From an optimization exercise on the open Yosys and OpenROAD flow, aimed at small area and a short achievable clock period; shortcuts taken in it are not production practice. No activity file was given, so power comes from the tool's default toggle rates.

==> flow/design.v <==
`timescale 1ns/1ns
package ahb_pkg;
  localparam int HADDR_W = 32;
  localparam int HDATA_W = 32;
  localparam int BE_W    = HDATA_W / 8;
  typedef enum logic [1:0] {
    HTRANS_IDLE   = 2'b00,
    HTRANS_BUSY   = 2'b01,
    HTRANS_NONSEQ = 2'b10,
    HTRANS_SEQ    = 2'b11
  } htrans_t;
  typedef enum logic [2:0] {
    HSIZE_BYTE  = 3'b000,
    HSIZE_HWORD = 3'b001,
    HSIZE_WORD  = 3'b010
  } hsize_t;
  localparam logic HRESP_OKAY = 1'b0;
endpackage
`timescale 1ns/1ns
package timer_pkg;
  localparam logic [31:0] PRESCALE_OFS = 32'h0000_0000;
  localparam logic [31:0] IPENDING_OFS = 32'h0000_0008;
  localparam logic [31:0] IENABLE_OFS  = 32'h0000_000C;
  localparam logic [31:0] TIME_OFS     = 32'h0000_0010;
  localparam logic [31:0] TIME_MSB_OFS = 32'h0000_0014;
  localparam logic [31:0] TIMECMP_OFS  = 32'h0000_0018;
  localparam int TIMECMP_STRIDE = 8;
  localparam int TIME_W     = 64;
  localparam int PRESCALE_W = 32;
  typedef enum logic [2:0] {
    RD_PRESCALE = 3'd0,
    RD_IPENDING = 3'd1,
    RD_IENABLE  = 3'd2,
    RD_TIME_LO  = 3'd3,
    RD_TIME_HI  = 3'd4,
    RD_CMP_LO   = 3'd5,
    RD_CMP_HI   = 3'd6,
    RD_ZERO     = 3'd7
  } rd_sel_t;
endpackage
`timescale 1ns/1ns
module ahb_timer #(
  parameter  int TIMERS      = 3,
  localparam int TIMER_IDX_W = (TIMERS > 1) ? $clog2(TIMERS) : 1
)
(
  input  logic                        HCLK,
  input  logic                        HRESETn,
  input  logic                        HSEL,
  input  logic [ahb_pkg::HADDR_W-1:0] HADDR,
  input  logic [ahb_pkg::HDATA_W-1:0] HWDATA,
  output logic [ahb_pkg::HDATA_W-1:0] HRDATA,
  input  logic                        HWRITE,
  input  logic [2:0]                  HSIZE,
  input  logic [2:0]                  HBURST,
  input  logic [3:0]                  HPROT,
  input  logic [1:0]                  HTRANS,
  output logic                        HREADYOUT,
  input  logic                        HREADY,
  output logic                        HRESP,
  output logic                        tint
);
  localparam int NW = 12;
  assign HREADYOUT = 1'b1;
  assign HRESP     = ahb_pkg::HRESP_OKAY;
  logic          hi_zero;
  logic [3:0]    word;
  logic [NW-1:0] asel;
  logic          wr_xfer;
  logic [3:0]    be;
  assign hi_zero = ~|HADDR[31:6];
  assign word    = HADDR[5:2];
  always_comb
  begin
    for (int k = 0; k < NW; k++)
      asel[k] = (word == 4'(k));
  end
  assign wr_xfer = HSEL && HREADY && HWRITE && HTRANS[1];
  always_comb
  begin
    case (HSIZE)
      3'd0:    be = 4'b0001 << HADDR[1:0];
      3'd1:    be = 4'b0011 << HADDR[1:0];
      default: be = 4'b1111 << HADDR[1:0];
    endcase
  end
  logic          wr_ok;
  logic [3:0]    wr_word;
  logic [3:0]    wr_be;
  logic [NW-1:0] ws;
  always_ff @(posedge HCLK or negedge HRESETn)
  begin
    if (!HRESETn)
      wr_ok <= 1'b0;
    else
      wr_ok <= wr_xfer && hi_zero;
  end
  always_ff @(posedge HCLK)
  begin
    wr_word <= word;
    wr_be   <= be;
  end
  always_comb
  begin
    for (int k = 0; k < NW; k++)
      ws[k] = wr_ok && (wr_word == 4'(k));
  end
  function automatic logic [31:0] merge_be(
    input logic [31:0] old_val,
    input logic [31:0] new_val,
    input logic [3:0]  lanes
  );
    logic [31:0] res;
    for (int n = 0; n < 4; n++)
      res[n*8 +: 8] = lanes[n] ? new_val[n*8 +: 8] : old_val[n*8 +: 8];
    merge_be = res;
  endfunction
  logic [31:0]      prescale;
  logic             prescale_wr;
  logic             enabled;
  logic [2:0]       ienable;
  logic [63:0]      time_val;
  logic [2:0][63:0] cmp_vals;
  logic [31:0]      cnt;
  logic             count_en;
  logic [2:0]       ipending;
  always_ff @(posedge HCLK or negedge HRESETn)
  begin
    if (!HRESETn)
    begin
      prescale    <= '0;
      prescale_wr <= 1'b0;
      enabled     <= 1'b0;
      ienable     <= '0;
    end
    else
    begin
      prescale_wr <= ws[0];
      if (ws[0])
      begin
        prescale <= merge_be(prescale, HWDATA, wr_be);
        enabled  <= 1'b1;
      end
      if (ws[3] && wr_be[0])
        ienable <= HWDATA[2:0];
    end
  end
  always_ff @(posedge HCLK or negedge HRESETn)
  begin
    if (!HRESETn)
      time_val <= '0;
    else if (ws[4] || ws[5])
    begin
      if (ws[4])
        time_val[31:0]  <= merge_be(time_val[31:0], HWDATA, wr_be);
      if (ws[5])
        time_val[63:32] <= merge_be(time_val[63:32], HWDATA, wr_be);
    end
    else if (count_en)
      time_val <= time_val + 1'b1;
  end
  always_ff @(posedge HCLK or negedge HRESETn)
  begin
    if (!HRESETn)
      cmp_vals <= '0;
    else
    begin
      for (int n = 0; n < 3; n++)
      begin
        if (ws[6 + 2*n])
          cmp_vals[n][31:0]  <= merge_be(cmp_vals[n][31:0], HWDATA, wr_be);
        if (ws[7 + 2*n])
          cmp_vals[n][63:32] <= merge_be(cmp_vals[n][63:32], HWDATA, wr_be);
      end
    end
  end
  logic cnt_zero;
  assign cnt_zero = (cnt == '0);
  always_ff @(posedge HCLK or negedge HRESETn)
  begin
    if (!HRESETn)
    begin
      cnt      <= '0;
      count_en <= 1'b0;
    end
    else
    begin
      if (prescale_wr || cnt_zero)
        cnt <= prescale;
      else
        cnt <= cnt - 1'b1;
      count_en <= enabled && cnt_zero;
    end
  end
  logic [2:0] hit;
  always_comb
  begin
    for (int n = 0; n < 3; n++)
      hit[n] = (time_val == cmp_vals[n]) && !ws[6 + 2*n] && !ws[7 + 2*n];
  end
  always_ff @(posedge HCLK or negedge HRESETn)
  begin
    if (!HRESETn)
    begin
      ipending <= '0;
      tint     <= 1'b0;
    end
    else
    begin
      ipending <= enabled ? hit : 3'b000;
      tint     <= |(ipending & ienable);
    end
  end
  logic [NW-1:0][31:0] rwords;
  logic [31:0]         rmux;
  always_comb
  begin
    rwords     = '0;
    rwords[0]  = prescale;
    rwords[2]  = {29'b0, ipending};
    rwords[3]  = {29'b0, ienable};
    rwords[4]  = time_val[31:0];
    rwords[5]  = time_val[63:32];
    rwords[6]  = cmp_vals[0][31:0];
    rwords[7]  = cmp_vals[0][63:32];
    rwords[8]  = cmp_vals[1][31:0];
    rwords[9]  = cmp_vals[1][63:32];
    rwords[10] = cmp_vals[2][31:0];
    rwords[11] = cmp_vals[2][63:32];
    rmux = '0;
    for (int k = 0; k < NW; k++)
      rmux = rmux | (rwords[k] & {32{asel[k]}});
  end
  always_ff @(posedge HCLK)
  begin
    HRDATA <= rmux & {32{hi_zero}};
  end
endmodule
make LEC_CHECK=0 CAP_MARGIN=20 CORE_MARGIN=2 CORE_UTILIZATION=50 CTS_BUF_LIST=sky130_fd_sc_hd__clkbuf_4 CTS_CLUSTER_SIZE=30 SETUP_SLACK_MARGIN=5 SLEW_MARGIN=20 finish   # period 8.0 ns
run.sh (not shown) runs the stock make flow with config.mk's settings and CLKGATE_MAP_FILE= SYNTH_SCRIPT=/design/flow/synth_recipe.tcl, a recipe that flattens the netlist after the stock synthesis.
The starting point went through all stages and came out clean.
Edit:
--- a/flow/design.v
+++ b/flow/design.v
@@ -174,25 +174,23 @@
       end
     end
   end
   logic cnt_zero;
   assign cnt_zero = (cnt == '0);
-  always_ff @(posedge HCLK or negedge HRESETn)
-  begin
-    if (!HRESETn)
-    begin
-      cnt      <= '0;
+  always_ff @(posedge HCLK)
+  begin
+    if (prescale_wr || cnt_zero || !enabled)
+      cnt <= prescale;
+    else
+      cnt <= cnt - 1'b1;
+  end
+  always_ff @(posedge HCLK or negedge HRESETn)
+  begin
+    if (!HRESETn)
       count_en <= 1'b0;
-    end
-    else
-    begin
-      if (prescale_wr || cnt_zero)
-        cnt <= prescale;
-      else
-        cnt <= cnt - 1'b1;
+    else
       count_en <= enabled && cnt_zero;
-    end
   end
   logic [2:0] hit;
   always_comb
   begin
     for (int n = 0; n < 3; n++)
What happened: Design area grows by 0.33%; via count came out higher by about 3%; setup slack loses 210 ps; core utilization went down by 1.2 points; total power decreases by about 5%.
Function was not checked in any run of this note: the RTL went through the layout flow alone.

==> separate check: timing with driven ports <==
Ports are ideal in the flow. The routed layouts listed here were re-timed in OpenROAD. Step 1, drivers: a clkbuf_16 drives HCLK and a buf_2 each remaining input, both assumed. Step 2, shift: input delay + t, output delay - t, t = (earliest + latest rising clock arrival at the registers) / 2. This alone moves slack from input paths to output paths. Slacks: ideal / step 1 / step 2; pairs: ideal / step 1.
| run | t, ns | setup slack, ns | worst setup path at the end | clock arrival spread, ns | slew at the worst register clock pin (ns) |
|---|---|---|---|---|---|
| the first run | 0.905 | 4.994 / 4.989 / 4.236 | input to register | 0.063 / 0.063 | 0.08 / 0.08 |
| the second run | 0.948 | 4.783 / 4.783 / 4.073 | input to register | 0.061 / 0.061 | 0.08 / 0.08 |
After both steps every run listed still meets setup and hold. The setup slack of the first run, which loses most, moves by -0.005 ns with the drivers and by -0.758 ns with both steps.
